This design comes from an exercise in tuning for a short achievable clock period and few clock cycles per item on the open sky130 flow, not from production work. In this exercise RTL edits were held to simulation tests only and were not proved equivalent to the original. Power is estimated from default activity; no workload was simulated.

==> design/flow/design.v <==
`timescale 1ns/1ps
module backend_top #(
	parameter int N  = 64,             
	parameter int LN = 6               
) (
	input  logic        clock,
	input  logic        reset,
	input  logic [2:0]  in_valid,
	input  logic [47:0] in_words,
	output logic        in_ready,
	input  logic [2:0]  complete_valid,
	input  logic [8:0]  complete_tag,
	input  logic [47:0] complete_value,
	output logic [2:0]  alloc_valid,
	output logic [8:0]  alloc_tag,
	output logic [2:0]  retire_valid,
	output logic [11:0] retire_dest,
	output logic [47:0] retire_value,
	input  logic [3:0]  read_index,
	output logic [15:0] read_data
);
	localparam int R = N / 4;                 
	logic [3:0]   rob_dest [4][R];
	logic [15:0]  rob_val  [4][R];
	logic [R-1:0] rob_done [4];    
	logic [3:0]   acc_bk, rep_bk, ret_bk;
	logic [R-1:0] acc_row [4], rep_row [4], ret_row [4];
	logic [LN-1:0] rep_b;                    
	logic [N-1:0] used_t;                    
	logic         ready_q;
	logic [N-1:0] pq;
	logic [N-1:0] pc_t;                      
	logic [2:0]   fq [8];
	logic [7:0]   fc_t;                      
	logic [LN-1:0] tag_slot [8];
	logic [2:0]   av_q;
	logic [8:0]   at_q;
	logic [15:0]  arch_regs [16];
	assign alloc_valid = av_q;
	assign alloc_tag = at_q;
	assign in_ready = ready_q;
	function automatic logic [R-1:0] rot1(input logic [R-1:0] x);
		rot1 = {x[R-2:0], x[R-1]};
	endfunction
	function automatic logic [3:0] rotb(input logic [3:0] x, input logic [3:0] k_oh);
		rotb = ({4{k_oh[0]}} & x) | ({4{k_oh[1]}} & {x[2:0], x[3]}) |
			({4{k_oh[2]}} & {x[1:0], x[3:2]}) | ({4{k_oh[3]}} & {x[0], x[3:1]});
	endfunction
	function automatic logic [3:0] bpos(input logic [3:0] p, input int b);
		for (int k = 0; k < 4; k++) bpos[k] = p[(b - k + 4) % 4];
	endfunction
	logic [2:0] nn_t;           
	logic [2:0] nb;             
	assign nn_t = {ready_q & in_valid[0], ready_q & in_valid[1], ready_q & in_valid[2]};
	assign nb = {~in_words[15], ~in_words[31], ~in_words[47]};
	logic [2:0] ft [3];
	logic [2:0] fn_t;
	logic [2:0] cv;
	assign cv = complete_valid;
	always_comb begin
		ft[0] = cv[0] ? complete_tag[2:0] : cv[1] ? complete_tag[5:3] : complete_tag[8:6];
		ft[1] = (cv[0] & cv[1]) ? complete_tag[5:3] : complete_tag[8:6];
		ft[2] = complete_tag[8:6];
		fn_t[0] = cv[0] | cv[1] | cv[2];
		fn_t[1] = (cv[0] & cv[1]) | (cv[0] & cv[2]) | (cv[1] & cv[2]);
		fn_t[2] = cv[0] & cv[1] & cv[2];
	end
	logic [2:0] wr;             
	logic [2:0] wa;             
	logic [2:0] tw [3];         
	logic [2:0] fa_t;           
	logic [2:0] rv;
	logic [3:0] n_oh, tn_oh;    
	logic [2:0] lt [3];         
	always_comb begin
		wr[0] = pc_t[0] ? pq[0] : nb[0];
		wr[1] = pc_t[1] ? pq[1] : pc_t[0] ? nb[0] : nb[1];
		wr[2] = pc_t[2] ? pq[2] : pc_t[1] ? nb[0] : pc_t[0] ? nb[1] : nb[2];
		wa[0] = pc_t[0] | nn_t[0];
		wa[1] = pc_t[1] | (pc_t[0] & nn_t[0]) | nn_t[1];
		wa[2] = pc_t[2] | (pc_t[1] & nn_t[0]) | (pc_t[0] & nn_t[1]) | nn_t[2];
		tw[0] = fc_t[0] ? fq[0] : ft[0];
		tw[1] = fc_t[1] ? fq[1] : fc_t[0] ? ft[0] : ft[1];
		tw[2] = fc_t[2] ? fq[2] : fc_t[1] ? ft[0] : fc_t[0] ? ft[1] : ft[2];
		fa_t[0] = fc_t[0] | fn_t[0];
		fa_t[1] = fc_t[1] | (fc_t[0] & fn_t[0]) | fn_t[1];
		fa_t[2] = fc_t[2] | (fc_t[1] & fn_t[0]) | (fc_t[0] & fn_t[1]) | fn_t[2];
		rv[0] = wa[0] & (~wr[0] | fa_t[0]);
		rv[1] = rv[0] & wa[1] & (~wr[1] | (wr[0] ? fa_t[1] : fa_t[0]));
		rv[2] = rv[1] & wa[2] & (~wr[2] | ((wr[0] & wr[1]) ? fa_t[2] : (wr[0] | wr[1]) ? fa_t[1] : fa_t[0]));
		n_oh = {rv[2], rv[1] & ~rv[2], rv[0] & ~rv[1], ~rv[0]};
		tn_oh = 4'b0000;
		case ({rv[2] & wr[2], rv[1] & wr[1], rv[0] & wr[0]})
			3'b000: tn_oh = 4'b0001;
			3'b001, 3'b010, 3'b100: tn_oh = 4'b0010;
			3'b011, 3'b101, 3'b110: tn_oh = 4'b0100;
			default: tn_oh = 4'b1000;
		endcase
		lt[0] = tw[0];
		lt[1] = wr[0] ? tw[1] : tw[0];
		lt[2] = (wr[0] & wr[1]) ? tw[2] : (wr[0] | wr[1]) ? tw[1] : tw[0];
	end
	logic [N+2:0] c_q, c_t;
	logic [10:0]  f_t;
	logic [2:0]   f_q [11];
	logic [N-1:0] pq_next, pc_t_next;
	logic [7:0]   fc_t_next;
	logic [2:0]   fq_next [8];
	function automatic logic tbit_n(input logic [N-1:0] t, input int i);
		if (i < 0) tbit_n = 1'b1;
		else if (i >= N) tbit_n = 1'b0;
		else tbit_n = t[i % N];
	endfunction
	function automatic logic tbit_8(input logic [7:0] t, input int i);
		if (i < 0) tbit_8 = 1'b1;
		else if (i >= 8) tbit_8 = 1'b0;
		else tbit_8 = t[i % 8];
	endfunction
	always_comb begin
		for (int s = 0; s < N + 3; s++) begin
			if (tbit_n(pc_t, s)) c_q[s] = (s < N) ? pq[s % N] : 1'b0;
			else if (tbit_n(pc_t, s - 1)) c_q[s] = nb[0];
			else if (tbit_n(pc_t, s - 2)) c_q[s] = nb[1];
			else c_q[s] = nb[2];
			c_t[s] = tbit_n(pc_t, s) | (nn_t[0] & tbit_n(pc_t, s - 1)) |
				(nn_t[1] & tbit_n(pc_t, s - 2)) | (nn_t[2] & tbit_n(pc_t, s - 3));
		end
		for (int j = 0; j < N; j++) begin
			pq_next[j] = (n_oh[0] & c_q[j]) | (n_oh[1] & c_q[j + 1]) |
				(n_oh[2] & c_q[j + 2]) | (n_oh[3] & c_q[j + 3]);
			pc_t_next[j] = (n_oh[0] & c_t[j]) | (n_oh[1] & c_t[j + 1]) |
				(n_oh[2] & c_t[j + 2]) | (n_oh[3] & c_t[j + 3]);
		end
		for (int s = 0; s < 11; s++) begin
			if (tbit_8(fc_t, s)) f_q[s] = (s < 8) ? fq[s % 8] : 3'd0;
			else if (tbit_8(fc_t, s - 1)) f_q[s] = ft[0];
			else if (tbit_8(fc_t, s - 2)) f_q[s] = ft[1];
			else f_q[s] = ft[2];
			f_t[s] = tbit_8(fc_t, s) | (fn_t[0] & tbit_8(fc_t, s - 1)) |
				(fn_t[1] & tbit_8(fc_t, s - 2)) | (fn_t[2] & tbit_8(fc_t, s - 3));
		end
		for (int j = 0; j < 8; j++) begin
			fq_next[j] = ({3{tn_oh[0]}} & f_q[j]) | ({3{tn_oh[1]}} & f_q[j + 1]) |
				({3{tn_oh[2]}} & f_q[j + 2]) | ({3{tn_oh[3]}} & f_q[j + 3]);
			fc_t_next[j] = (tn_oh[0] & f_t[j]) | (tn_oh[1] & f_t[j + 1]) |
				(tn_oh[2] & f_t[j + 2]) | (tn_oh[3] & f_t[j + 3]);
		end
	end
	logic [2:0]   tv;
	logic [3:0]   rn_oh;
	logic [3:0]   rdest [3];
	logic [15:0]  rval [3];
	logic [3:0]   bk_done;
	logic [3:0]   bk_dest [4];
	logic [15:0]  bk_val [4];
	always_comb begin
		for (int b = 0; b < 4; b++) begin
			bk_done[b] = |(ret_row[b] & rob_done[b]);
			bk_dest[b] = 4'h0;
			bk_val[b] = 16'h0000;
			for (int r = 0; r < R; r++) begin
				bk_dest[b] = bk_dest[b] | (rob_dest[b][r] & {4{ret_row[b][r]}});
				bk_val[b] = bk_val[b] | (rob_val[b][r] & {16{ret_row[b][r]}});
			end
		end
		for (int k = 0; k < 3; k++) begin
			logic d;
			d = 1'b0;
			rdest[k] = 4'h0;
			rval[k] = 16'h0000;
			for (int b = 0; b < 4; b++) begin
				if (ret_bk[(b - k + 4) % 4]) begin
					d = d | bk_done[b];
					rdest[k] = rdest[k] | bk_dest[b];
					rval[k] = rval[k] | bk_val[b];
				end
			end
			tv[k] = d;
		end
		tv[1] = tv[1] & tv[0];
		tv[2] = tv[2] & tv[1];
		rn_oh = {tv[2], tv[1] & ~tv[2], tv[0] & ~tv[1], ~tv[0]};
	end
	logic [N-1:0] used_t_next;
	logic [6:0]   d_oh;         
	always_comb begin
		logic [3:0] nn_oh;
		nn_oh = {nn_t[2], nn_t[1] & ~nn_t[2], nn_t[0] & ~nn_t[1], ~nn_t[0]};
		d_oh = 7'b0;
		for (int a = 0; a < 4; a++)
			for (int r = 0; r < 4; r++)
				d_oh[3 + a - r] = d_oh[3 + a - r] | (nn_oh[a] & rn_oh[r]);
		for (int i = 0; i < N; i++) begin
			used_t_next[i] = 1'b0;
			for (int d = -3; d <= 3; d++) used_t_next[i] = used_t_next[i] | (d_oh[3 + d] & tbit_n(used_t, i - d));
		end
	end
	always_ff @(posedge clock) begin
		if (reset) begin
			acc_bk <= 4'b0001;
			rep_bk <= 4'b0001;
			ret_bk <= 4'b0001;
			for (int b = 0; b < 4; b++) begin
				acc_row[b] <= R'(1);
				rep_row[b] <= R'(1);
				ret_row[b] <= R'(1);
			end
			rep_b <= '0;
			used_t <= '0;
			ready_q <= 1'b1;
			pc_t <= '0;
			fc_t <= 8'hff;
			av_q <= 3'b000;
			retire_valid <= 3'b000;
		end else begin
			acc_bk <= rotb(acc_bk, {nn_t[2], nn_t[1] & ~nn_t[2], nn_t[0] & ~nn_t[1], ~nn_t[0]});
			rep_bk <= rotb(rep_bk, n_oh);
			ret_bk <= rotb(ret_bk, rn_oh);
			for (int b = 0; b < 4; b++) begin
				if (acc_we[b]) acc_row[b] <= rot1(acc_row[b]);
				if (rep_adv[b]) rep_row[b] <= rot1(rep_row[b]);
				if (ret_adv[b]) ret_row[b] <= rot1(ret_row[b]);
			end
			rep_b <= rep_b + (n_oh[3] ? LN'(3) : n_oh[2] ? LN'(2) : n_oh[1] ? LN'(1) : LN'(0));
			used_t <= used_t_next;
			ready_q <= ~used_t_next[N-3];
			pc_t <= pc_t_next;
			fc_t <= fc_t_next;
			av_q <= {rv[0], rv[1], rv[2]};
			retire_valid <= {tv[0], tv[1], tv[2]};
		end
	end
	always_ff @(posedge clock) begin
		if (reset) begin
			for (int t = 0; t < 8; t++) fq[t] <= 3'(t);
		end else begin
			for (int t = 0; t < 8; t++) fq[t] <= fq_next[t];
		end
	end
	always_ff @(posedge clock) begin
		pq <= pq_next;
		for (int k = 0; k < 3; k++) begin
			at_q[3*(2-k) +: 3] <= lt[k];
			if (rv[k] && wr[k]) tag_slot[lt[k]] <= rep_b + LN'(k);
		end
	end
	logic [3:0]  acc_we, rep_adv, ret_adv, rep_imm;
	logic [3:0]  acc_dest [4];
	logic [7:0]  acc_imm [4];
	logic [R-1:0] comp_hit [4][3];
	always_comb begin
		for (int b = 0; b < 4; b++) begin
			logic [3:0] ap, pp, tp;
			ap = bpos(acc_bk, b);
			pp = bpos(rep_bk, b);
			tp = bpos(ret_bk, b);
			acc_we[b] = (ap[0] & nn_t[0]) | (ap[1] & nn_t[1]) | (ap[2] & nn_t[2]);
			acc_dest[b] = ap[0] ? in_words[40 +: 4] : ap[1] ? in_words[24 +: 4] : in_words[8 +: 4];
			acc_imm[b] = ap[0] ? in_words[32 +: 8] : ap[1] ? in_words[16 +: 8] : in_words[0 +: 8];
			rep_adv[b] = (pp[0] & rv[0]) | (pp[1] & rv[1]) | (pp[2] & rv[2]);
			rep_imm[b] = (pp[0] & rv[0] & ~wr[0]) | (pp[1] & rv[1] & ~wr[1]) | (pp[2] & rv[2] & ~wr[2]);
			ret_adv[b] = (tp[0] & tv[0]) | (tp[1] & tv[1]) | (tp[2] & tv[2]);
			for (int i = 0; i < 3; i++) begin
				logic [LN-1:0] sl;
				sl = tag_slot[complete_tag[3*i +: 3]];
				for (int r = 0; r < R; r++) comp_hit[b][i][r] = cv[i] && (sl == LN'(4 * r + b));
			end
		end
	end
	always_ff @(posedge clock) begin
		for (int b = 0; b < 4; b++) begin
			for (int r = 0; r < R; r++) begin
				if (acc_we[b] && acc_row[b][r]) begin
					rob_dest[b][r] <= acc_dest[b];
					rob_val[b][r] <= {8'h00, acc_imm[b]};
				end
				for (int i = 0; i < 3; i++) begin
					if (comp_hit[b][i][r]) rob_val[b][r] <= complete_value[16*i +: 16];
				end
			end
		end
	end
	always_ff @(posedge clock) begin
		for (int b = 0; b < 4; b++) begin
			if (reset) begin
				rob_done[b] <= '0;
			end else begin
				for (int r = 0; r < R; r++) begin
					if (ret_adv[b] && ret_row[b][r]) rob_done[b][r] <= 1'b0;
					if (acc_we[b] && acc_row[b][r]) rob_done[b][r] <= 1'b0;
					if (rep_imm[b] && rep_row[b][r]) rob_done[b][r] <= 1'b1;
					for (int i = 0; i < 3; i++) begin
						if (comp_hit[b][i][r]) rob_done[b][r] <= 1'b1;
					end
				end
			end
		end
	end
	always_ff @(posedge clock) begin
		for (int k = 0; k < 3; k++) begin
			retire_dest[4*(2-k) +: 4] <= rdest[k];
			retire_value[16*(2-k) +: 16] <= rval[k];
		end
	end
	always_ff @(posedge clock) begin
		if (reset) begin
			for (int r = 0; r < 16; r++) arch_regs[r] <= 16'h0000;
		end else begin
			for (int k = 0; k < 3; k++) begin  
				if (tv[k]) arch_regs[rdest[k]] <= rval[k];
			end
		end
	end
	logic [15:0] read_sel;
	always_comb begin
		for (int r = 0; r < 16; r++) read_sel[r] = (read_index == 4'(r));
		read_data = 16'h0000;
		for (int r = 0; r < 16; r++) read_data = read_data | (arch_regs[r] & {16{read_sel[r]}});
	end
endmodule
==> design/flow/run.sh <==
#!/bin/bash
# synth_recipe.tcl (not shown) runs the flow's synth.tcl, then flattens the netlist and writes it again
# the make line also repeats each setting of config.mk as NAME=value (left out here)
make -C /OpenROAD-flow-scripts/flow DESIGN_CONFIG=/design/flow/config.mk WORK_HOME=/design/flow/orfs CLKGATE_MAP_FILE= SYNTH_SCRIPT=/design/flow/synth_recipe.tcl finish
==> design/flow/config.mk <==
export PLATFORM = sky130hd
export DESIGN_NAME = backend_top
export DESIGN_NICKNAME = backend_top
export VERILOG_FILES = /design/flow/design.v
export SDC_FILE = /design/flow/constraint.sdc
export NUM_CORES = 4
export LEC_CHECK = 0
export ABC_CLOCK_PERIOD_IN_PS = 3000
export CAP_MARGIN = 20
export CORE_MARGIN = 2
export CORE_UTILIZATION = 35
export PLACE_DENSITY = 0.5
export SETUP_SLACK_MARGIN = 2.6
export SLEW_MARGIN = 20
export TNS_END_PERCENT = 5
==> design/flow/constraint.sdc <==
create_clock -name core_clock -period 6.5 [get_ports {clock}]
set_input_delay 1.3000 -clock core_clock [delete_from_list [all_inputs] [get_ports {clock}]]
set_output_delay 1.3000 -clock core_clock [all_outputs]
set_load 0.01 [all_outputs]
==> summary.md, run 1 <==
| Metric | Value |
|---|---|
| Status | `complete, no violations` |
| Worst slew pin tran | `1.29 ns` |
| Filler cell count | `33400` |
| Final setup fails | `0` |
| Sw Ratio | `39.7%` |
| Syn nets | `13700` |
| CTS buffer count | `270` |
| First-pass GRT wire length | `841000 um` |
| Post-synth EDFFs | `1584` |
| Setup CP Type | `input port to output pin` |
| Setup TNS | `0 ns` |
| Worst hold-check slack | `0.453 ns` |
| Buffers and inverters on the worst path | `5` |
| Drt pass-1 iters | `10` |
| Clk Latency, worst-skew pair | `0.95 ns` |
| Internal power | `31.1 mW` |
| Arrival time worst endpoint | `3.06 ns` |
| Critical Path RT | `5.20 ns` |
| Reg2Reg Setup Slack | `2.30 ns` |
| CP max stage cell | `nand4_1` |
| DIE HEIGHT | `594 um` |
| Max_slew headroom | `13.4%` |
| Multi-input gate area | `59400 um^2` |
| Register area share after synthesis | `48.4%` |
| Period utilization | `67.1%` |
| CTS tree | `built` |
| Hpwl dp | `390000 um` |
| IO buf count | `199` |
| Largest net degree at the start of global routing | `133` |
| Clock sinks | `2158` |
| Remaining DRCs | `0` |
| Flops & latches, synth | `2158` |
| Fin Clk Skew | `0.0632 ns` |
| ANT nets after route | `0` |
| Met2 Use GR | `48.6%` |
| Syn_area_per_cell | `8.97 um^2` |
| Via count | `120000` |
| Kind of end point of the critical path | `output pin` |
| Critical Path Fanout Max | `7` |
| Area grow syn2layout | `17.8%` |
| Net switching power | `20.5 mW` |
| Peak supply drop | `0.268 mV` |
| Drt wl/cell | `33.1 um` |
| Cell Chain, Critical Path | `buf_12, nand2b_4, buf_6, nor2_4, buf_12, buf_8, a221oi_4, nand4_1, buf_2` |
| Ys async rst share | `0%` |
| Clock buffer depth | `4` |
| Pwr dens | `359 nW/um^2` |
| Routability Congestion | `0.964` |
| Max-slew violations | `0` |
| Commonest cells in the netlist | `nand2_1 (2126), a21oi_1 (1724), edfxtp_1 (1584), o21ai_0 (1410), clkbuf_1 (1341)` |
| Total Routing Usage GR | `32.6%` |
| CP dominant cell by count | `buf_12` |
| Primary FF master, synth | `edfxtp_1` |
| Synth area leaders | `edfxtp_1 (39%), dfxtp_1 (9.4%), a21oi_1 (7.1%)` |
| GRT overflow | `0` |
| Hold Buf Count CTS | `0` |
| Synth unique cells | `83` |
| Most Crowded Layer GR | `met2` |
| RSZ-0062 raised after global routing | `true` |
| Boundary pin count | `209` |
| GR Layer Usage met3 | `9.92%` |
| Antenna violations before repair | `47` |
| Met1 Use GR | `41.7%` |
| # H-tree levels | `5` |
| CP startpoint kind | `input port` |
| Fin. Hold Viols | `0` |
| Leading area contributor after synthesis | `edfxtp_1` |
| Number of global-route vias before repair | `110000` |
| Drt initial violations | `18500` |
| Core box area | `346000 um^2` |
| Leakage | `47.4 nW` |
| Sequential Power Share | `35.6%` |
| Combinational power share | `34.8%` |
| Most used standard cell by instance count after synthesis | `nand2_1` |
| Clk Tree Root Cell | `clkbuf_16` |
| Fraction of layout cells with a size suffix above 1 | `15.4%` |
| Num rows | `216` |
| Die width | `594 um` |
| Initial Utilization | `35.2%` |
| WL final | `604000 um` |
| CTS clk-pin slew, worst paths | `0.06 ns` |
| Min Tclk post-route | `4.36 ns` |
| Finished Core Util | `41.5%` |
| Post-synth top area share | `39.0%` |
| Total power | `51.5 mW` |
| Sequential Area | `59100 um^2` |
| Final nets | `13500` |
| Synth Instances | `13600` |
| Class of the worst hold path | `flip-flop to flip-flop` |
| Max-cap violations | `0` |
| Detail-routed via count per cell | `6.61` |
| Max Freq | `229 MHz` |
| Slowest stage delay, CP | `0.45 ns` |
| Crit path max-delay family | `buffers and inverters` |
| Clock share of power | `29.6%` |
| YS warnings | `20` |
| Die area | `353000 um^2` |
| Cell Area, Synth | `122000 um^2` |
-- registers in the layout, indices dropped and copies added, names as in the netlist, 6 cells and up --
register      flops
retire_value     48
rep_b             6
fq               24
acc_row          64
used_t           64
ret_row          64
fc_t              8
tag_slot         48
rep_row          64
retire_dest      12
rob_done         64
rob_dest        256
pc_t             64
at_q              9
pq               64
arch_regs       256
rob_val        1024
-- final cells by class --
type                    count  area share [%]
well taps                4578            3.99
inverters                 132           0.359
multi-input cells        9736            41.3
flip-flops and latches   2158            41.1
repair buffers           1113            7.08
clock buffers             380            5.44
clock inverters           111           0.642
diodes                     22          0.0383
-- cell usage in the layout (no fill, tap or decap), types with 31 or more instances in the layout --
cell,instances
nand2_1,2045
a21oi_1,1718
edfxtp_1,1584
o21ai_0,1364
buf_4,817
a221oi_1,763
a22oi_1,602
dfxtp_1,560
nor2_1,518
a22o_1,424
mux2i_1,350
clkbuf_16,285
nand3_1,239
nor3_1,189
nor2_2,155
clkdlybuf4s50_1,119
inv_1,108
a31oi_1,105
buf_12,103
nand4_1,98
a211oi_1,89
nor3_2,82
and2_1,80
nand2_2,69
or4_1,64
nor2_4,63
a41oi_1,62
clkbuf_1,62
a221oi_2,51
clkinv_2,48
a21o_1,40
a211o_1,38
mux4_2,36
clkbuf_8,35
buf_6,33
clkinv_1,32
o211ai_1,31
-- power by group through the flow --
stage	Clock, mW	Sequential (mW)	Combinational [mW]
after global placement	0	18.5	16.4
final	15.3	18.4	17.9
after global routing	15.9	18.5	18.8
after detailed placement	0	18.6	16.7
after floorplan	0	17.6	10.2
after CTS	15.4	18.3	17.0
-- worst register-to-register path, cell delays in order (launching register included) --
cell      delay [ns]
dfxtp_1         0.45
buf_4           0.32
a22o_1          0.29
a221oi_1        0.84
nand4_1         0.51
nand2_1         0.18
o21ai_0         0.09
a221o_1         0.52
inv_1           0.56
a21oi_1         0.17
-- metal layers --
layer	routed length [um]	vias up
li1	-	51200
met3	78700	1874
met1	226000	58700
met5	172	-
met4	42200	26
met2	257000	8719
-- what timing repair did --
| action | 4_1_cts | 5_1_grt |
|---|---|---|
| setup endpoints to repair | 3042 | 2993 |
| resized for setup | 297 | 138 |
| pin swaps | 67 | 24 |
| gates cloned | 3 | 4 |
| buffers inserted | 83 | 64 |
-- path summary, 6_finish.rpt --
path | from | end | cells past startpoint
max | read_index[3] | read_data[0] | 9
min | acc_row[3][14] | acc_row[3][14] | 2
max reg2reg | ret_row[0][0] | arch_regs[8][1] | 9
min reg2reg | acc_row[3][14] | acc_row[3][14] | 2
-- logic make-up after synthesis --
kind of cell | Yosys count | synth area share [%]
muxes | 409 | 3.75
AOI/OAI and AO/OA | 5510 | 29.0
DFF | 2158 | 48.4
adders and majority gates | 5 | 0.0575
and+or+nand+nor | 3758 | 13.1
buffers and inverters | 1707 | 5.36
xor gates and xnor gates | 47 | 0.338
-- metrics by stage --
| step | worst slack [ns] | instances | area, um^2 |
|---|---|---|---|
| floorplan | 2.54 | 13600 | 123000 |
| detailed placement | 0.653 | 17600 | 132000 |
| finish | 2.14 | 18200 | 144000 |
| global placement | 0.374 | 17600 | 132000 |
| global route | 2.12 | 18200 | 144000 |
| CTS | 2.17 | 18100 | 142000 |
Testbench counts, summed over its fixed seeds: cycles 3,036, items 6,602.
==> run 2, diff against run 1 <==
--- a/design/flow/design.v
+++ b/design/flow/design.v
@@ -244,6 +244,17 @@
 			if (rv[k] && wr[k]) tag_slot[lt[k]] <= rep_b + LN'(k);
 		end
 	end
+	logic [2:0]    cq_v;
+	logic [LN-1:0] cq_slot [3];
+	logic [15:0]   cq_val [3];
+	always_ff @(posedge clock) begin
+		if (reset) cq_v <= 3'b000;
+		else cq_v <= cv;
+		for (int i = 0; i < 3; i++) begin
+			cq_slot[i] <= tag_slot[complete_tag[3*i +: 3]];
+			cq_val[i] <= complete_value[16*i +: 16];
+		end
+	end
 	logic [3:0]  acc_we, rep_adv, ret_adv, rep_imm;
 	logic [3:0]  acc_dest [4];
 	logic [7:0]  acc_imm [4];
@@ -261,9 +272,7 @@
 			rep_imm[b] = (pp[0] & rv[0] & ~wr[0]) | (pp[1] & rv[1] & ~wr[1]) | (pp[2] & rv[2] & ~wr[2]);
 			ret_adv[b] = (tp[0] & tv[0]) | (tp[1] & tv[1]) | (tp[2] & tv[2]);
 			for (int i = 0; i < 3; i++) begin
-				logic [LN-1:0] sl;
-				sl = tag_slot[complete_tag[3*i +: 3]];
-				for (int r = 0; r < R; r++) comp_hit[b][i][r] = cv[i] && (sl == LN'(4 * r + b));
+				for (int r = 0; r < R; r++) comp_hit[b][i][r] = cq_v[i] && (cq_slot[i] == LN'(4 * r + b));
 			end
 		end
 	end
@@ -275,7 +284,7 @@
 					rob_val[b][r] <= {8'h00, acc_imm[b]};
 				end
 				for (int i = 0; i < 3; i++) begin
-					if (comp_hit[b][i][r]) rob_val[b][r] <= complete_value[16*i +: 16];
+					if (comp_hit[b][i][r]) rob_val[b][r] <= cq_val[i];
 				end
 			end
 		end
--- a/design/flow/config.mk
+++ b/design/flow/config.mk
@@ -8,8 +8,8 @@
 export ABC_CLOCK_PERIOD_IN_PS = 3000
 export CAP_MARGIN = 20
 export CORE_MARGIN = 2
-export CORE_UTILIZATION = 35
-export PLACE_DENSITY = 0.5
+export CORE_UTILIZATION = 40
+export PLACE_DENSITY = 0.6
 export SETUP_SLACK_MARGIN = 2.6
 export SLEW_MARGIN = 20
 export TNS_END_PERCENT = 5
==> run 2 against run 1 <==
Wire length is 10% lower. Clock skew is 0.034 ns higher. Global-route usage is 0.76 points higher. Sequential power hardly changed. Critical path type unchanged. Highest routed layer unchanged.
==> summary.md, run 2 <==
| Metric | Value |
|---|---|
| Core box area | `306000 um^2 (-12%)` |
| Commonest non-fill, non-tap cells in the layout | `nor2_1 (1710), nand2_1 (1683), a21oi_1 (1646), edfxtp_1 (1584), o21ai_0 (993)` |
| Peak supply drop | `0.234 mV (-13%)` |
| Top reg by flops | `rob_val` |
| Min Tclk post-route | `4.28 ns (-0.0770 ns)` |
| Worst slew pin tran | `1.31 ns (+0.0193 ns)` |
| Pwr dens | `346 nW/um^2 (-3.6%)` |
| Drt wl/cell | `30.4 um (-8.4%)` |
| Period utilization | `65.9% (-1.2 points)` |
| Area grow syn2layout | `13.9%` |
| Detail-routed via count per cell | `6.61 (about the same)` |
| Most used standard cell by instance count after synthesis | `nor2_1` |
| Syn nets | `14000 (+2.0%)` |
| Finished Core Util | `45.9% (+4.4 points)` |
| Fin. Hold Viols | `0 (unchanged)` |
| ANT nets after route | `0 (unchanged)` |
| Clock buffer depth | `4 (unchanged)` |
| Setup TNS | `0 ns (unchanged)` |
| Setup WS pre-CTS | `0.880 ns (+0.227 ns)` |
| DIE HEIGHT | `559 um (-6.0%)` |
| Critical Path Fanout Max | `7 (unchanged)` |
| Cell Area, Synth | `123000 um^2 (+0.98%)` |
| Routability Congestion | `0.969 (+0.56%)` |
| Die width | `559 um (-6.0%)` |
| Max-slew violations | `0 (unchanged)` |
| Register area share after synthesis | `49.1% (+0.65 points)` |
| Initial Utilization | `40.2% (+5.0 points)` |
| Syn_area_per_cell | `8.88 um^2 (-1.1%)` |
| WL final | `541000 um (-10%)` |
| Post-synth top area share | `38.6% (-0.38 points)` |
| Remaining DRCs | `0 (unchanged)` |
| Arrival time worst endpoint | `2.98 ns (-0.08 ns)` |
| Worst hold-check slack | `0.437 ns (-0.0160 ns)` |
| Synth area leaders | `edfxtp_1 (39%), dfxtp_1 (10%), a21oi_1 (6.8%)` |
| Die area | `312000 um^2 (-12%)` |
| IO buf count | `199 (unchanged)` |
| Flops & latches, synth | `2227 (+3.2%)` |
| Max FFs per register | `1024 (unchanged)` |
| First-pass GRT wire length | `769000 um (-8.5%)` |
| Leading area contributor after synthesis | `edfxtp_1` |
| Via count | `118000 (-2.3%)` |
| Status | `complete, no violations` |
| Kind of end point of the critical path | `output pin` |
| GRT overflow | `0 (unchanged)` |
| Primary FF master, synth | `edfxtp_1` |
| Max_slew headroom | `11.7% (-1.7 points)` |
| Class of the worst hold path | `flip-flop to flip-flop` |
| Hold Buf Count CTS | `0 (unchanged)` |
| Max Freq | `233 MHz (+1.8%)` |
| Clk Tree Root Cell | `clkbuf_16` |
| Regs by FF count | `rob_val x1024, arch_regs x256, rob_dest x256` |
| CTS buffer count | `267 (-1.1%)` |
| Total Routing Usage GR | `33.3% (+0.76 points)` |
| Largest net degree at the start of global routing | `133 (unchanged)` |
| Num rows | `203 (-6.0%)` |
| Fin Clk Skew | `0.0976 ns (+0.0343 ns)` |
| Hpwl dp | `341000 um (-13%)` |
| Clock sinks | `2227 (+3.2%)` |
| Drt pass-1 iters | `10 (unchanged)` |
| Ys async rst share | `0% (unchanged)` |
| Final setup fails | `0 (unchanged)` |
| Critical Path RT | `5.20 ns (about the same)` |
| CTS tree | `built` |
| Drt initial violations | `18300 (-1.0%)` |
| Final nets | `13600 (+0.69%)` |
| # H-tree levels | `5 (unchanged)` |
| Boundary pin count | `209 (unchanged)` |
| CTS clk-pin slew, worst paths | `0.05 ns (about the same)` |
| Post-synth EDFFs | `1584 (unchanged)` |
| RSZ-0062 raised after global routing | `true` |
| Synth Instances | `13900 (+2.1%)` |
| Antenna violations before repair | `11 (-77%)` |
| Clk Latency, worst-skew pair | `0.95 ns (about the same)` |
| CP startpoint kind | `input port` |
| Commonest cells in the netlist | `nor2_1 (1874), nand2_1 (1707), a21oi_1 (1675), edfxtp_1 (1584), clkbuf_1 (1289)` |
| Final WS setup | `2.22 ns (+0.0770 ns)` |
| Commonest non-fill, non-tap cell in the layout | `nor2_1` |
| Fraction of layout cells with a size suffix above 1 | `12.1% (-3.3 points)` |
| Leakage | `47.2 nW (-0.36%)` |
| Synth unique cells | `91 (+9.6%)` |
| YS warnings | `22 (+10%)` |
| Setup CP Type | `input port to output pin` |
| Max-cap violations | `0 (unchanged)` |
| Number of global-route vias before repair | `107000 (-3.2%)` |
| Total power | `48.5 mW (-5.9%)` |
-- run 2: cell types whose count changed after synthesis, moves of 58 or more --
cell / previous run / this run
a211oi_1: 91 / 33
o221ai_1: 27 / 88
a22oi_1: 604 / 691
nand3_1: 243 / 313
dfxtp_1: 574 / 643
nand2_1: 2126 / 1707
a221oi_1: 813 / 586
o21ai_0: 1410 / 1010
and2_1: 84 / 23
nor2_1: 729 / 1874
-- run 2: logic make-up (layout without fill, tap and decap cells) --
logic type / count (synthesis) / in the layout / synth area share, %
xor+xnor: 44 / 44 / 0.313
compound gates: 5008 / 5008 / 26.5
mux: 371 / 371 / 3.41
other cells: 0 / 5 / 0
flops: 2227 / 2227 / 49.1
fa+ha+maj: 5 / 5 / 0.0569
buf+inv: 1658 / 1495 / 5.16
simple gates: 4562 / 4564 / 15.5
-- run 2: final timing paths --
path                            slack (ns)          endpoint  cells after the start           from
worst max-delay path                  2.22      read_data[5]                      8  read_index[2]
worst min-delay path                  0.44     acc_row[1][0]                      2  acc_row[1][0]
worst min register to register        0.44     acc_row[1][0]                      2  acc_row[1][0]
worst max register to register        2.22  arch_regs[7][13]                     10  ret_row[0][6]
-- run 2: power breakdown --
| group | total (mW) | switching [mW] | internal, mW |
|---|---|---|---|
| Clock | 15.1 | 6.58 | 8.56 |
| Sequential | 18.5 | 1.64 | 16.9 |
| Combinational | 14.8 | 10.2 | 4.68 |
-- run 2: area by class of cell --
class	instances	area, um^2
Timing Repair Buffer	874	7380
Fill cell	29000	166000
Clock inverter	122	1190
Timing Repair inverter	1	5.00
Inverter	142	556
Clock buffer	356	7390
Multi-Input combinational cell	9992	58000
Sequential cell	2227	60600
Antenna cell	5	12.5
Tap cell	4100	5130
-- run 2: critical path, cell delays in order --
cell and delay [ns]:
buf_12 0.10, nand2b_4 0.18, nor2_4 0.05, buf_8 0.15, a22o_1 0.22, a221oi_2 0.28, nand4_1 0.41, buf_2 0.28
-- run 2: timing repair --
| item | in CTS | in global routing |
|---|---|---|
| cloned | 1 | 4 |
| setup endpoints to repair | 1532 | 1554 |
| setup buffers | 63 | 22 |
| pin swaps | 54 | 17 |
| gates resized for setup | 233 | 67 |
-- run 2: routing by layer --
layer | track usage, % | share of wire [%] | up-vias
li1 | - | - | 51100
met1 | 42.6 | 36 | 56100
met2 | 48.7 | 42 | 8747
met3 | 10.5 | 14 | 1811
met4 | 20.8 | 7.2 | 18
met5 | 0.849 | 0.090 | -
-- run 2: through the flow --
step / instance area, um^2 / instances
floorplan: 123000 / 13900
global placement: 130000 / 17200
detailed placement: 130000 / 17200
CTS: 140000 / 17800
global route: 140000 / 17800
finish: 140000 / 17800
Testbench counts of run 2, summed over its fixed seeds: cycles 3,046, items 6,602.
==> run 3, diff against run 2 <==
--- a/design/flow/design.v
+++ b/design/flow/design.v
@@ -33,11 +33,9 @@
 	logic [2:0]   fq [8];
 	logic [7:0]   fc_t;                      
 	logic [LN-1:0] tag_slot [8];
-	logic [2:0]   av_q;
-	logic [8:0]   at_q;
 	logic [15:0]  arch_regs [16];
-	assign alloc_valid = av_q;
-	assign alloc_tag = at_q;
+	assign alloc_valid = {rv[0], rv[1], rv[2]};
+	assign alloc_tag = {lt[0], lt[1], lt[2]};
 	assign in_ready = ready_q;
 	function automatic logic [R-1:0] rot1(input logic [R-1:0] x);
 		rot1 = {x[R-2:0], x[R-1]};
@@ -79,12 +77,10 @@
 		wa[0] = pc_t[0] | nn_t[0];
 		wa[1] = pc_t[1] | (pc_t[0] & nn_t[0]) | nn_t[1];
 		wa[2] = pc_t[2] | (pc_t[1] & nn_t[0]) | (pc_t[0] & nn_t[1]) | nn_t[2];
-		tw[0] = fc_t[0] ? fq[0] : ft[0];
-		tw[1] = fc_t[1] ? fq[1] : fc_t[0] ? ft[0] : ft[1];
-		tw[2] = fc_t[2] ? fq[2] : fc_t[1] ? ft[0] : fc_t[0] ? ft[1] : ft[2];
-		fa_t[0] = fc_t[0] | fn_t[0];
-		fa_t[1] = fc_t[1] | (fc_t[0] & fn_t[0]) | fn_t[1];
-		fa_t[2] = fc_t[2] | (fc_t[1] & fn_t[0]) | (fc_t[0] & fn_t[1]) | fn_t[2];
+		tw[0] = fq[0];
+		tw[1] = fq[1];
+		tw[2] = fq[2];
+		fa_t = fc_t[2:0];
 		rv[0] = wa[0] & (~wr[0] | fa_t[0]);
 		rv[1] = rv[0] & wa[1] & (~wr[1] | (wr[0] ? fa_t[1] : fa_t[0]));
 		rv[2] = rv[1] & wa[2] & (~wr[2] | ((wr[0] & wr[1]) ? fa_t[2] : (wr[0] | wr[1]) ? fa_t[1] : fa_t[0]));
@@ -210,7 +206,6 @@
 			ready_q <= 1'b1;
 			pc_t <= '0;
 			fc_t <= 8'hff;
-			av_q <= 3'b000;
 			retire_valid <= 3'b000;
 		end else begin
 			acc_bk <= rotb(acc_bk, {nn_t[2], nn_t[1] & ~nn_t[2], nn_t[0] & ~nn_t[1], ~nn_t[0]});
@@ -226,7 +221,6 @@
 			ready_q <= ~used_t_next[N-3];
 			pc_t <= pc_t_next;
 			fc_t <= fc_t_next;
-			av_q <= {rv[0], rv[1], rv[2]};
 			retire_valid <= {tv[0], tv[1], tv[2]};
 		end
 	end
@@ -240,7 +234,6 @@
 	always_ff @(posedge clock) begin
 		pq <= pq_next;
 		for (int k = 0; k < 3; k++) begin
-			at_q[3*(2-k) +: 3] <= lt[k];
 			if (rv[k] && wr[k]) tag_slot[lt[k]] <= rep_b + LN'(k);
 		end
 	end
==> run 3 against run 2 <==
Still clean on timing, DRC and antenna. Synthesized cell count down 3.3%. Utilization up 0.21 points. Wire length fell by 1.0%. Largest cell class unchanged.
==> summary.md, run 3 <==
| Metric | Value |
|---|---|
| Commonest cells in the netlist | `a21oi_1 (2029), nor2_1 (1765), edfxtp_1 (1584), nand2_1 (1421), clkbuf_1 (1255)` |
| Post-synth EDFFs | `1584 (unchanged)` |
| Synth unique cells | `93 (+2.2%)` |
| Fin Clk Skew | `0.0649 ns (-0.0327 ns)` |
| Hold_sp | `acc_row[3][15]` |
| CTS tree | `built` |
| Kind of end point of the critical path | `flip-flop` |
| Period utilization | `65.2% (-0.73 points)` |
| Drt pass-1 iters | `9 (-1)` |
| Min Tclk post-route | `4.24 ns (-0.0477 ns)` |
| Synth area leaders | `edfxtp_1 (39%), dfxtp_1 (10%), a21oi_1 (8.3%)` |
| Num rows | `202 (-0.49%)` |
| YS warnings | `22 (unchanged)` |
| DP Area | `129000 um^2 (-0.98%)` |
| Inst Count DP | `16800 (-2.8%)` |
| Finished Cell Area | `140000 um^2 (-0.38%)` |
| Slowest stage delay, CP | `0.90 ns (+0.49 ns)` |
| Max-slew violations | `0 (unchanged)` |
| First-pass GRT wire length | `762000 um (-1.0%)` |
| Max FFs per register | `1024 (unchanged)` |
| CTS clk-pin slew, worst paths | `0.06 ns (about the same)` |
| Worst slew pin tran | `1.29 ns (-0.0251 ns)` |
| Hold depth | `2 (unchanged)` |
| Drt wl/cell | `30.8 um (+1.6%)` |
| Worst Hold Path EP | `acc_row[3][15]` |
| Largest net degree at the start of global routing | `91 (-32%)` |
| Reg2Reg Setup Slack | `2.26 ns (+0.05 ns)` |
| Clk Latency, worst-skew pair | `0.94 ns (about the same)` |
| Syn nets | `13500 (-3.3%)` |
| Syn_area_per_cell | `9.11 um^2 (+2.6%)` |
| Post-synth top area share | `38.9% (+0.29 points)` |
| Die area | `310000 um^2 (-0.75%)` |
| Max_slew headroom | `14.1% (+2.3 points)` |
| Register area share after synthesis | `49.3% (+0.18 points)` |
| Cell Area, Synth | `122000 um^2 (-0.75%)` |
| Reg-to-reg startpoint | `cq_slot[0][5]` |
| Max Freq | `236 MHz (+1.1%)` |
| Initial Utilization | `40.3% (about the same)` |
| IO buf count | `199 (unchanged)` |
| Boundary pin count | `209 (unchanged)` |
| Hold Buf Count CTS | `0 (unchanged)` |
| CP startpoint kind | `flip-flop` |
| Top reg by flops | `rob_val` |
| Worst Setup SP | `cq_slot[0][5]` |
| Class of the worst hold path | `flip-flop to flip-flop` |
| Number of global-route vias before repair | `104000 (-2.4%)` |
| Commonest non-fill, non-tap cells in the layout | `a21oi_1 (1998), edfxtp_1 (1584), nor2_1 (1582), nand2_1 (1412), a221oi_1 (867)` |
| Core box area | `304000 um^2 (-0.82%)` |
| Worst hold-check slack | `0.451 ns (+0.0136 ns)` |
| Clk Tree Root Cell | `clkbuf_16` |
| Antenna violations before repair | `12 (+1)` |
| Synth Instances | `13400 (-3.3%)` |
| Setup WS pre-CTS | `0.957 ns (+0.0771 ns)` |
| Critical Path RT | `6.87 ns (+1.67 ns)` |
| Register-to-Register Path Depth | `5 (-5)` |
| CTS buffer count | `266 (-0.37%)` |
| Die width | `557 um (-0.38%)` |
| Fin. Hold Viols | `0 (unchanged)` |
| Cell Chain, Critical Path | `nand3b_1, buf_4, nor2_1, nor3_1, nand2_1` |
| Fraction of layout cells with a size suffix above 1 | `12.7% (+0.58 points)` |
| Total Routing Usage GR | `33.1% (-0.22 points)` |
| Regs by FF count | `rob_val x1024, arch_regs x256, rob_dest x256` |
| Pwr dens | `345 nW/um^2 (-0.27%)` |
| Leading area contributor after synthesis | `edfxtp_1` |
| Most used standard cell by instance count after synthesis | `a21oi_1` |
| Arrival time worst endpoint | `4.60 ns (+1.62 ns)` |
| Setup CP Type | `flip-flop to flip-flop` |
| Final setup fails | `0 (unchanged)` |
| Area grow syn2layout | `14.4%` |
| Final WS setup | `2.26 ns (+0.0477 ns)` |
| Primary FF master, synth | `edfxtp_1` |
| # H-tree levels | `5 (unchanged)` |
| Flops & latches, synth | `2215 (-0.54%)` |
| R2R Path End | `rob_val[5][15]` |
| GRT overflow | `0 (unchanged)` |
| Routability Congestion | `0.961 (-0.88%)` |
| Hpwl dp | `332000 um (-2.7%)` |
| Total power | `48.2 mW (-0.65%)` |
| Clock buffer depth | `4 (unchanged)` |
| Setup TNS | `0 ns (unchanged)` |
| WL final | `535000 um (-1.0%)` |
| Detail-routed via count per cell | `6.71 (+1.5%)` |
| Via count | `116000 (-1.1%)` |
| RSZ-0062 raised after global routing | `true` |
| Leakage | `48.6 nW (+2.9%)` |
| Ys async rst share | `0% (unchanged)` |
| Final nets | `13200 (-3.2%)` |
| Commonest non-fill, non-tap cell in the layout | `a21oi_1` |
| Peak supply drop | `0.247 mV (+5.3%)` |
| Critical Path Fanout Max | `19 (+12)` |
| Max-cap violations | `0 (unchanged)` |
| Clock sinks | `2215 (-0.54%)` |
| Remaining DRCs | `0 (unchanged)` |
| Drt initial violations | `20700 (+13%)` |
| Fin cells | `17400 (-2.6%)` |
| Finished Core Util | `46.1% (+0.21 points)` |
| DIE HEIGHT | `557 um (-0.38%)` |
| CP max stage cell | `nand2_1` |
| ANT nets after route | `0 (unchanged)` |
| Status | `complete, no violations` |
run 3: changes by cell type in the layout (fill, tap and decap cells not counted), moves of 52 or more:
cell and change:
nor2_1 -128, o21ai_0 -382, nand2_1 -271, a31oi_1 -78, nand3_1 -52, mux2i_1 +155, o221ai_1 -72, a22oi_1 -248
a221oi_1 +324, a21oi_1 +352
run 3: worst max-delay path: cells and delay by family, from the launching register on:
kind | cells | cell delay, ns
AND/OR/NAND/NOR | 4 | 2.63
flip-flops | 1 | 0.45
buffers and inverters | 1 | 0.60
run 3: cells by family after synthesis:
group                      share of synthesized area [%]
xor gates and xnor gates                           0.322
muxes                                               4.80
adders and majority gates                         0.0573
DFF                                                 49.3
AOI/OAI and AO/OA                                   26.5
buffers and inverters                               5.21
and+or+nand+nor                                     13.9
run 3: power by group:
part / leakage [nW] / internal (mW) / total, mW / switching (mW)
Combinational: 23.7 / 4.81 / 15.1 / 10.3
Clock: 4.17 / 8.57 / 15.1 / 6.49
Sequential: 20.7 / 16.7 / 18.1 / 1.37
Total: 48.6 / 30.1 / 48.2 / 18.1
run 3: routing by layer:
metal	wire length (um)	vias up	track usage, %	share of wire [%]
met1	200000	55600	44.4	37
met5	98	-	0.0772	0.018
met2	220000	9170	47.1	41
li1	-	50000	-	-
met3	80400	1666	10.7	15
met4	35100	12	17.8	6.6
run 3: worst max-delay path by stage:
stage | slack (ns) | cells after the start | endpoint
final | 2.26 | 5 | rob_val[5][15]
after global routing | 2.34 | 7 | alloc_tag[2]
after CTS | 2.40 | 11 | arch_regs[13][1]
after detailed placement | 0.96 | 9 | alloc_valid[0]
after global placement | 0.98 | 9 | alloc_valid[0]
after floorplan | 2.22 | 11 | alloc_valid[0]
run 3: area by class of cell:
class | count | area, um^2
fillers | 28500 | 164000
flip-flops and latches | 2215 | 60400
multi-input cells | 9566 | 57700
repair buffers | 864 | 7490
clock buffers | 352 | 7350
well taps | 4080 | 5100
clock inverters | 125 | 1180
inverters | 149 | 601
diodes | 6 | 15.0
repair inverters | 1 | 8.76
run 3: timing repair:
action	in CTS	in global routing
gates resized for setup	366	82
buffers inserted	70	18
endpoints found under the setup margin	1222	844
pin swaps	58	16
cloned	22	1
Testbench counts of run 3, summed over its fixed seeds: cycles 3,036, items 6,602.
==> run 4, diff against run 3 <==
--- a/design/flow/design.v
+++ b/design/flow/design.v
@@ -237,14 +237,15 @@
 			if (rv[k] && wr[k]) tag_slot[lt[k]] <= rep_b + LN'(k);
 		end
 	end
-	logic [2:0]    cq_v;
-	logic [LN-1:0] cq_slot [3];
+	logic [R-1:0]  cq_hit [4][3];
 	logic [15:0]   cq_val [3];
 	always_ff @(posedge clock) begin
-		if (reset) cq_v <= 3'b000;
-		else cq_v <= cv;
 		for (int i = 0; i < 3; i++) begin
-			cq_slot[i] <= tag_slot[complete_tag[3*i +: 3]];
+			logic [LN-1:0] sl;
+			sl = tag_slot[complete_tag[3*i +: 3]];
+			for (int b = 0; b < 4; b++)
+				for (int r = 0; r < R; r++)
+					cq_hit[b][i][r] <= !reset && cv[i] && (sl == LN'(4 * r + b));
 			cq_val[i] <= complete_value[16*i +: 16];
 		end
 	end
@@ -264,9 +265,7 @@
 			rep_adv[b] = (pp[0] & rv[0]) | (pp[1] & rv[1]) | (pp[2] & rv[2]);
 			rep_imm[b] = (pp[0] & rv[0] & ~wr[0]) | (pp[1] & rv[1] & ~wr[1]) | (pp[2] & rv[2] & ~wr[2]);
 			ret_adv[b] = (tp[0] & tv[0]) | (tp[1] & tv[1]) | (tp[2] & tv[2]);
-			for (int i = 0; i < 3; i++) begin
-				for (int r = 0; r < R; r++) comp_hit[b][i][r] = cq_v[i] && (cq_slot[i] == LN'(4 * r + b));
-			end
+			for (int i = 0; i < 3; i++) comp_hit[b][i] = cq_hit[b][i];
 		end
 	end
 	always_ff @(posedge clock) begin
==> run 4 against run 3 <==
Fmax is 2.6% lower. Utilization is 0.68 points lower. Synthesized area is 5.5% higher. Non-clock buffer count is 25 higher. Clock power is 7% higher. Critical path depth is 5 higher. Sequential share of layout area is 0.65 points higher. Synthesized cell count is 10% higher. Register-to-register slack worse by 0.11 ns. Global-route usage is 1.3 points higher. Total power is 5.5% higher. Critical endpoint is now arch_regs[2][15].
==> summary.md, run 4 <==
| Metric | Value |
|---|---|
| Area grow syn2layout | `13.0%` |
| Drt pass-1 iters | `10 (+1)` |
| Num rows | `208 (+3.0%)` |
| Clock sinks | `2386 (+7.7%)` |
| Peak supply drop | `0.321 mV (+30%)` |
| Period utilization | `66.9% (+1.7 points)` |
| First-pass GRT wire length | `824000 um (+8.2%)` |
| Max FFs per register | `1024 (unchanged)` |
| Final setup fails | `0 (unchanged)` |
| Cell Area, Synth | `129000 um^2 (+5.5%)` |
| Worst slew pin tran | `1.31 ns (+0.0174 ns)` |
| Class of the worst hold path | `flip-flop to flip-flop` |
| Filler cell count | `30500 (+7.1%)` |
| DIE HEIGHT | `572 um (+2.7%)` |
| Fin Clk Skew | `0.0521 ns (-0.0128 ns)` |
| Max_slew headroom | `12.6% (-1.5 points)` |
| Setup TNS | `0 ns (unchanged)` |
| Max-slew violations | `0 (unchanged)` |
| Initial Utilization | `40.2% (-0.098 points)` |
| CTS tree | `built` |
| Regs by FF count | `rob_val x1024, arch_regs x256, rob_dest x256` |
| Sw Ratio | `37.5% (about the same)` |
| Most used standard cell by instance count after synthesis | `nand2_1` |
| Register area share after synthesis | `49.4% (+0.11 points)` |
| Critical Path RT | `7.14 ns (+0.27 ns)` |
| Post-synth top area share | `36.9% (-2.0 points)` |
| WL final | `586000 um (+9.4%)` |
| GRT overflow | `0 (unchanged)` |
| IO buf count | `199 (unchanged)` |
| CTS buffer count | `279 (+4.9%)` |
| Post-synth EDFFs | `1584 (unchanged)` |
| Commonest non-fill, non-tap cells in the layout | `nand2_1 (2767), nor2_1 (1791), a21oi_1 (1661), edfxtp_1 (1584), dfxtp_1 (728)` |
| Largest net degree at the start of global routing | `138 (+52%)` |
| Final nets | `14200 (+7.9%)` |
| Synth Instances | `14800 (+10%)` |
| Clk Latency, worst-skew pair | `0.94 ns (about the same)` |
| Drt wl/cell | `31.4 um (+1.8%)` |
| RSZ-0062 raised after global routing | `true` |
| # H-tree levels | `5 (unchanged)` |
| Clock share of power | `31.6% (+0.4 points)` |
| Net switching power | `19.1 mW (+5.4%)` |
| Commonest cells in the netlist | `nand2_1 (2784), nor2_1 (1819), a21oi_1 (1696), clkbuf_1 (1584), edfxtp_1 (1584)` |
| ANT nets after route | `0 (unchanged)` |
| Hold Buf Count CTS | `0 (unchanged)` |
| Max Freq | `230 MHz (-2.6%)` |
| Fin. Hold Viols | `0 (unchanged)` |
| Min Tclk post-route | `4.35 ns (+0.112 ns)` |
| Via count | `124000 (+6.3%)` |
| Max-cap violations | `0 (unchanged)` |
| Synth unique cells | `86 (-7.5%)` |
| Remaining DRCs | `0 (unchanged)` |
| Combinational power share | `30.5% (-0.8 points)` |
| Kind of end point of the critical path | `flip-flop` |
| Drt initial violations | `20900 (+1.0%)` |
| Multi-input gate area | `59200 um^2 (+2.6%)` |
| Arrival time worst endpoint | `4.99 ns (+0.39 ns)` |
| Worst hold-check slack | `0.453 ns (+0.00198 ns)` |
| Boundary pin count | `209 (unchanged)` |
| Register-to-Register Path Depth | `10 (+5)` |
| Flops & latches, synth | `2386 (+7.7%)` |
| Sequential Power Share | `37.8% (+0.3 points)` |
| Number of global-route vias before repair | `111000 (+6.8%)` |
| Routability Congestion | `0.977 (+1.6%)` |
| CTS clk-pin slew, worst paths | `0.06 ns (about the same)` |
| Ys async rst share | `0% (unchanged)` |
| Critical Path Fanout Max | `19 (unchanged)` |
| Syn nets | `14900 (+9.9%)` |
| Leakage | `50.4 nW (+3.8%)` |
| Clk Tree Root Cell | `clkbuf_16` |
| Die area | `327000 um^2 (+5.4%)` |
| YS warnings | `22 (unchanged)` |
| Hpwl dp | `362000 um (+9.2%)` |
| Die width | `572 um (+2.7%)` |
| Detail-routed via count per cell | `6.64 (-1.1%)` |
| CP startpoint kind | `flip-flop` |
| Commonest non-fill, non-tap cell in the layout | `nand2_1` |
| Syn_area_per_cell | `8.73 um^2 (-4.1%)` |
| Internal power | `31.8 mW (+5.5%)` |
| Sequential Area | `63800 um^2 (+5.7%)` |
| Synth area leaders | `edfxtp_1 (37%), dfxtp_1 (12%), nand2_1 (8.1%)` |
| Total Routing Usage GR | `34.4% (+1.3 points)` |
| Status | `complete, no violations` |
| Pwr dens | `349 nW/um^2 (+1.3%)` |
| Leading area contributor after synthesis | `edfxtp_1` |
| Antenna violations before repair | `25 (+13)` |
| Top reg by flops | `rob_val` |
| Setup CP Type | `flip-flop to flip-flop` |
| Core box area | `321000 um^2 (+5.7%)` |
| Hold depth | `2 (unchanged)` |
| Clock buffer depth | `4 (unchanged)` |
| Primary FF master, synth | `edfxtp_1` |
| Fraction of layout cells with a size suffix above 1 | `10.9% (-1.8 points)` |
-- run 4: final cells by class --
class,count,area share [%]
multi-input cells,10400,40.6
flip-flops and latches,2386,43.8
repair buffers,889,5.16
clock buffers,402,5.59
inverters,129,0.354
well taps,4305,3.70
clock inverters,111,0.688
diodes,15,0.0258
-- run 4: worst paths after layout --
check | from | endpoint | slack (ns)
hold reg to reg | acc_row[0][11] | acc_row[0][11] | 0.45
setup reg to reg | ret_row[3][12] | arch_regs[2][15] | 2.15
hold / removal | acc_row[0][11] | acc_row[0][11] | 0.45
setup / recovery | ret_row[3][12] | arch_regs[2][15] | 2.15
-- run 4: cells by family (layout without fill, tap and decap cells) --
family          Yosys count  count (layout)  synth area share (%)
simple gates           5400            5403                  17.2
compound gates         4650            4651                  24.5
flops                  2386            2386                  49.4
buf+inv                1955            1531                  5.80
mux                     316             316                  2.82
xor+xnor                 47              47                 0.319
fa+ha+maj                 5               5                0.0544
other cells               0              15                     0
-- run 4: worst max-delay path, cell delays in order, from the launching register on --
cell and delay, ns:
dfxtp_1 0.42, buf_4 0.31, a22o_1 0.29, a221oi_1 0.42
nand4_1 0.84, nand2_1 0.26, o21ai_0 0.10, a221oi_1 0.46
clkinv_2 0.48, a221oi_1 0.38, a21oi_1 0.08
-- run 4: routing by layer --
| layer | wire length [um] | share of wire, % | GRT usage [%] | vias to the layer above |
|---|---|---|---|---|
| li1 | - | - | - | 52800 |
| met1 | 211000 | 36 | 43.9 | 58900 |
| met2 | 243000 | 41 | 50.0 | 9888 |
| met3 | 84800 | 14 | 10.9 | 2161 |
| met4 | 46900 | 8.0 | 22.6 | 22 |
| met5 | 733 | 0.13 | 0.603 | - |
-- run 4: power groups by stage --
stage	combinational (mW)	sequential, mW	clock, mW
finish	15.5	19.2	16.1
global route	16.3	19.4	16.6
CTS	14.8	19.2	16.1
detailed placement	14.2	19.5	0
global placement	14.1	19.5	0
floorplan	9.41	18.6	0
-- run 4: repair_timing --
item / 4_1_cts / 5_1_grt
resized for setup: 238 / 47
endpoints found under the setup margin: 1107 / 818
pin swaps: 70 / 24
cloned: 8 / 2
setup buffers: 89 / 28
-- run 4: through the flow --
stage	std cells	utilization [%]	area [um^2]	power (mW)	setup slack [ns]
2_1_floorplan	14800	-	129000	28.0	2.32
3_3_place_gp	18000	41.9	134000	33.6	1.25
3_5_place_dp	18000	41.9	134000	33.7	1.25
4_1_cts	18600	45.2	145000	50.1	2.37
5_1_grt	18600	45.4	146000	52.3	2.25
6_report	18700	45.4	146000	50.9	2.15
Testbench counts of run 4, summed over its fixed seeds: cycles 3,036, items 6,602.

-- separate check: timing with driven ports --
The flow's constraints put no driver on any port. The routed layouts listed below were extracted and timed again, unchanged, in two steps. Step 1 sets driving cells, clkbuf_16 on the clock port and buf_2 on the other inputs (assumed; they add their load-dependent delay and slew). Step 2 also shifts input and output timing later by t, the mid clock arrival at the registers, as if the neighbouring blocks saw the same clock. Three values: no drivers, after step 1, after step 2; two values: the first two.
| run | t, ns | setup slack, ns | worst data-port slew with drivers (ns) |
|---|---|---|---|
| run 1 | 1.024 | 2.139 / 2.069 / 1.282 | 0.16 |
| run 2 | 1.006 | 2.216 / 2.137 / 1.408 | 0.11 |
| run 3 | 1.017 | 2.264 / 2.264 / 1.513 | 0.07 |
| run 4 | 1.021 | 2.152 / 2.152 / 1.297 | 0.08 |
After both steps every run listed still meets setup and hold. The setup slack of run 1, which loses most, moves by -0.070 ns with the drivers and by -0.857 ns with both steps.
